Source: an optimization exercise on an open RTL-to-GDS flow (aim: small area, a short achievable clock period and few clock cycles). Production flows keep margins and buffers that such runs may drop.
In this exercise RTL edits were held to simulation tests only and were not proved equivalent to the original.
No activity file was given, so power comes from the tool's default toggle rates.

==> flow/design.v (excerpt) <==
module matmul_top #(
  parameter int ADDR_W = 16
) (
  input  logic                          clk,
  input  logic                          reset_n,
  input  logic                          dut_valid,
  output logic                          dut_ready,
  output logic [ADDR_W-1:0]             input_read_address,
  input  matmul_pkg::sram_word_u        input_read_data,
  output logic [ADDR_W-1:0]             weight_read_address,
  input  matmul_pkg::sram_word_u        weight_read_data,
  output logic                          result_write_enable,
  output logic [ADDR_W-1:0]             result_write_address,
  output logic [matmul_pkg::DATA_W-1:0] result_write_data
);
export LEC_CHECK = 0
export CAP_MARGIN = 20
export CORE_MARGIN = 2
export CORE_UTILIZATION = 40
export CTS_CLUSTER_DIAMETER = 120
export CTS_CLUSTER_SIZE = 22
export SLEW_MARGIN = 20
export SYNTH_HIERARCHICAL = 1
create_clock -name core_clock -period 11.0 [get_ports {clk}]
standard.sh (not shown) runs the stock make flow with config.mk's settings and CLKGATE_MAP_FILE= SYNTH_SCRIPT=/design/flow/synth_recipe.tcl, a recipe that flattens the netlist after the stock synthesis.
==> flow/flow/run.sh <==
#!/bin/bash
# Standard ORFS layout at the design's clock and constraints, with faster
# port buffers and timing repair aimed below the clock period.
set -euo pipefail
bash standard.sh \
  "BUFFER_PORTS_ARGS=-buffer_cell sky130_fd_sc_hd__buf_2" \
  SETUP_SLACK_MARGIN=7.0 \
  TNS_END_PERCENT=100 \
  finish > standard_flow.log 2>&1
Testbench counts at the start, summed over its fixed seeds: cycles 33,512.
Rerun with:
--- a/flow/flow/run.sh
+++ b/flow/flow/run.sh
@@ -6,3 +6,3 @@
   "BUFFER_PORTS_ARGS=-buffer_cell sky130_fd_sc_hd__buf_2" \
-  SETUP_SLACK_MARGIN=7.0 \
+  SETUP_SLACK_MARGIN=7.7 \
   TNS_END_PERCENT=100 \
The new run finished with timing, DRC and antenna clean.
Combinational power is higher by a few percent.
Power goes up by a few percent.
Hold slack degrades by 7.0 ps.
Sequential power stays flat.
Wire length is higher by a few percent.
Flip-flop and latch count is unchanged.
Non-clock buffer count grows by 41.
Worst setup slack improves by 460 ps.
Rerun with:
--- a/flow/flow/run.sh
+++ b/flow/flow/run.sh
@@ -6,3 +6,3 @@
   "BUFFER_PORTS_ARGS=-buffer_cell sky130_fd_sc_hd__buf_2" \
-  SETUP_SLACK_MARGIN=7.7 \
+  SETUP_SLACK_MARGIN=7.8 \
   TNS_END_PERCENT=100 \
After rerunning: Clock skew barely changes; design area goes up by a few percent; area after synthesis does not change; wire length goes up by a few percent; cell count goes up slightly; setup slack improves by 4.7 ps; global-route usage goes up by 0.18 points; core utilization goes up by 1.4 points; fmax stays flat.


matmul_top again, from the RTL that the note above started with.
clock: 11.0 ns
lec_check: 0
cap_margin: 20
core_margin: 2
core_utilization: 40
cts_cluster_diameter: 120
cts_cluster_size: 22
slew_margin: 20
synth_hierarchical: 1
==> flow/flow/run.sh <==
#!/bin/bash
# Standard ORFS layout at the design's clock and constraints, with faster
# port buffers, a clock tree with fewer branch buffers, and timing repair
# aimed below the clock period.
set -euo pipefail
bash standard.sh \
  "BUFFER_PORTS_ARGS=-buffer_cell sky130_fd_sc_hd__buf_2" \
  "CTS_ARGS=-sink_clustering_enable -repair_clock_nets -sink_clustering_size 22 -sink_clustering_max_diameter 120 -branching_point_buffers_distance 2000 -distance_between_buffers 2000" \
  SETUP_SLACK_MARGIN=7.8 \
  TNS_END_PERCENT=100 \
  finish > standard_flow.log 2>&1
The baseline produced a clean layout.
Testbench counts at the start, summed over its fixed seeds: cycles 33,512.
Then changed:
==> flow/flow/run.sh (replaced) <==
#!/bin/bash
# Standard ORFS layout at the design's clock and constraints, with faster
# port buffers and timing repair aimed below the clock period.
set -euo pipefail
bash standard.sh \
  "BUFFER_PORTS_ARGS=-buffer_cell sky130_fd_sc_hd__buf_4" \
  SETUP_SLACK_MARGIN=7.8 \
  TNS_END_PERCENT=100 \
  finish > standard_flow.log 2>&1
=> Setup slack is better by 16 ps. Routed wire length goes down by 1.7%. Die area is unchanged. Clock skew fell by 5.8 ps. Sequential power barely changes. Final area rises by 0.38%. Core utilization is higher by 0.18 points. Via count fell by 0.62%. Power goes up by 0.38%.


matmul_top, a different RTL version from the one above (not shown whole).
Size: about 150 I/O pins, roughly 25000 sq um of cells after synthesis.
// matmul_top
module matmul_top #(
  parameter int ADDR_W = 16
) (
  input  logic                          clk,
  input  logic                          reset_n,
  input  logic                          dut_valid,
  output logic                          dut_ready,
  output logic [ADDR_W-1:0]             input_read_address,
  input  matmul_pkg::sram_word_u        input_read_data,
  output logic [ADDR_W-1:0]             weight_read_address,
  input  matmul_pkg::sram_word_u        weight_read_data,
  output logic                          result_write_enable,
  output logic [ADDR_W-1:0]             result_write_address,
  output logic [matmul_pkg::DATA_W-1:0] result_write_data
);
  logic [15:0]       k_dim, n_dim;
  logic              k_one, n_one, m_one;
  logic              hdr_k_le2, hdr_n_one, hdr_m_one;
  logic              st_hdr, st_spec, st_run;
  logic              issue_final, write_final;
  logic              first_m2, last_wr, final_wr;
  matmul_ctrl u_ctrl (
    .clk           (clk),
    .reset_n       (reset_n),
    .dut_valid     (dut_valid),
    .input_header  (input_read_data),
    .weight_header (weight_read_data),
    .issue_final   (issue_final),
    .write_final   (write_final),
    .dut_ready     (dut_ready),
    .st_hdr        (st_hdr),
    .st_spec       (st_spec),
    .st_run        (st_run),
    .k_dim         (k_dim),
    .n_dim         (n_dim),
    .k_one         (k_one),
    .n_one         (n_one),
    .m_one         (m_one),
    .hdr_k_le2     (hdr_k_le2),
    .hdr_n_one     (hdr_n_one),
    .hdr_m_one     (hdr_m_one)
  );
  operand_addr_gen #(
    .ADDR_W (ADDR_W)
  ) u_addr_gen (
    .clk                 (clk),
    .reset_n             (reset_n),
    .dut_valid           (dut_valid),
    .st_idle             (dut_ready),
    .st_hdr              (st_hdr),
    .st_spec             (st_spec),
    .st_run              (st_run),
    .input_header        (input_read_data),
    .weight_header       (weight_read_data),
    .k_dim               (k_dim),
    .n_dim               (n_dim),
    .k_one               (k_one),
    .n_one               (n_one),
    .m_one               (m_one),
  ...
==> flow/config.mk <==
export PLATFORM = sky130hd
export DESIGN_NAME = matmul_top
export DESIGN_NICKNAME = matmul_top
export VERILOG_FILES = /design/flow/design.v
export SDC_FILE = /design/flow/constraint.sdc
export NUM_CORES = 4
export LEC_CHECK = 0
export CAP_MARGIN = 20
export CORE_MARGIN = 2
export CORE_UTILIZATION = 40
export CTS_CLUSTER_DIAMETER = 120
export CTS_CLUSTER_SIZE = 26
export SLEW_MARGIN = 20
export SYNTH_HIERARCHICAL = 1
==> flow/constraint.sdc <==
create_clock -name core_clock -period 11.0 [get_ports {clk}]
set_input_delay 2.2000 -clock core_clock [delete_from_list [all_inputs] [get_ports {clk}]]
set_output_delay 2.2000 -clock core_clock [all_outputs]
set_load 0.01 [all_outputs]
==> flow/flow/run.sh <==
#!/bin/bash
# Standard ORFS layout at the design's clock and constraints, with faster
# port buffers and timing repair aimed below the clock period.
set -euo pipefail
bash standard.sh \
  "BUFFER_PORTS_ARGS=-buffer_cell sky130_fd_sc_hd__buf_2" \
  SETUP_SLACK_MARGIN=7.65 \
  TNS_END_PERCENT=100 \
  finish > standard_flow.log 2>&1
Testbench counts at the start, summed over its fixed seeds: cycles 33,512.
Change:
--- a/flow/flow/run.sh
+++ b/flow/flow/run.sh
@@ -5,5 +5,5 @@
 bash standard.sh \
   "BUFFER_PORTS_ARGS=-buffer_cell sky130_fd_sc_hd__buf_2" \
-  SETUP_SLACK_MARGIN=7.65 \
+  SETUP_SLACK_MARGIN=7.6 \
   TNS_END_PERCENT=100 \
   finish > standard_flow.log 2>&1
- CTS_CLUSTER_SIZE: 26 -> 22
=> Via count rises by 0.39%; final area hardly moves; clock-buffer cell count rises by 3; global-route usage stays flat; power rises by 1.5%; clock power rises by 8.6%; synthesized area is unchanged; worst setup slack degrades by 0.036 ns; routed wire length rises by 0.48%; final cell count hardly moves.

-- afterwards: timing with drivers on the ports --
The results above use ideal ports. As a check the final layouts listed here were re-extracted and re-timed, cells and wires unchanged. Step 1 assumes that a clkbuf_16 drives the clock port and a buf_2 every other input. Step 2 times the ports against the registers' clock, not the clock port: input delays grow and output delays shrink by t, the midpoint of the rising clock arrivals with the driver on. Three values: no drivers, after step 1, after step 2; two values: the first two.
| run | shift t [ns] | setup WS [ns] | worst hold slack (ns) | worst slew at a driven data input, ns | cell pins on the clock port's net |
|---|---|---|---|---|---|
| the first run of note 1 | 0.621 | 7.264 / 7.264 / 6.791 | 0.345 / 0.345 / 0.345 | 0.08 | 1 |
| the second run of note 1 | 0.621 | 7.728 / 7.671 / 7.226 | 0.338 / 0.338 / 0.338 | 0.09 | 1 |
| the third run of note 1 | 0.621 | 7.733 / 7.669 / 7.268 | 0.325 / 0.325 / 0.325 | 0.11 | 1 |
| the first run of note 2 | 0.621 | 7.733 / 7.669 / 7.268 | 0.325 / 0.325 / 0.325 | 0.11 | 1 |
| the second run of note 2 | 0.621 | 7.748 / 7.687 / 7.284 | 0.327 / 0.327 / 0.327 | 0.09 | 1 |
| the first run of note 3 | 0.609 | 7.682 / 7.623 / 7.241 | 0.335 / 0.335 / 0.335 | 0.08 | 1 |
| the second run of note 3 | 0.624 | 7.646 / 7.583 / 7.268 | 0.338 / 0.338 / 0.338 | 0.09 | 1 |
After both steps setup and hold are still met in every run listed. For the second run of note 1, which loses most, drivers alone change the setup slack by -0.057 ns; drivers and shift together by -0.502 ns.
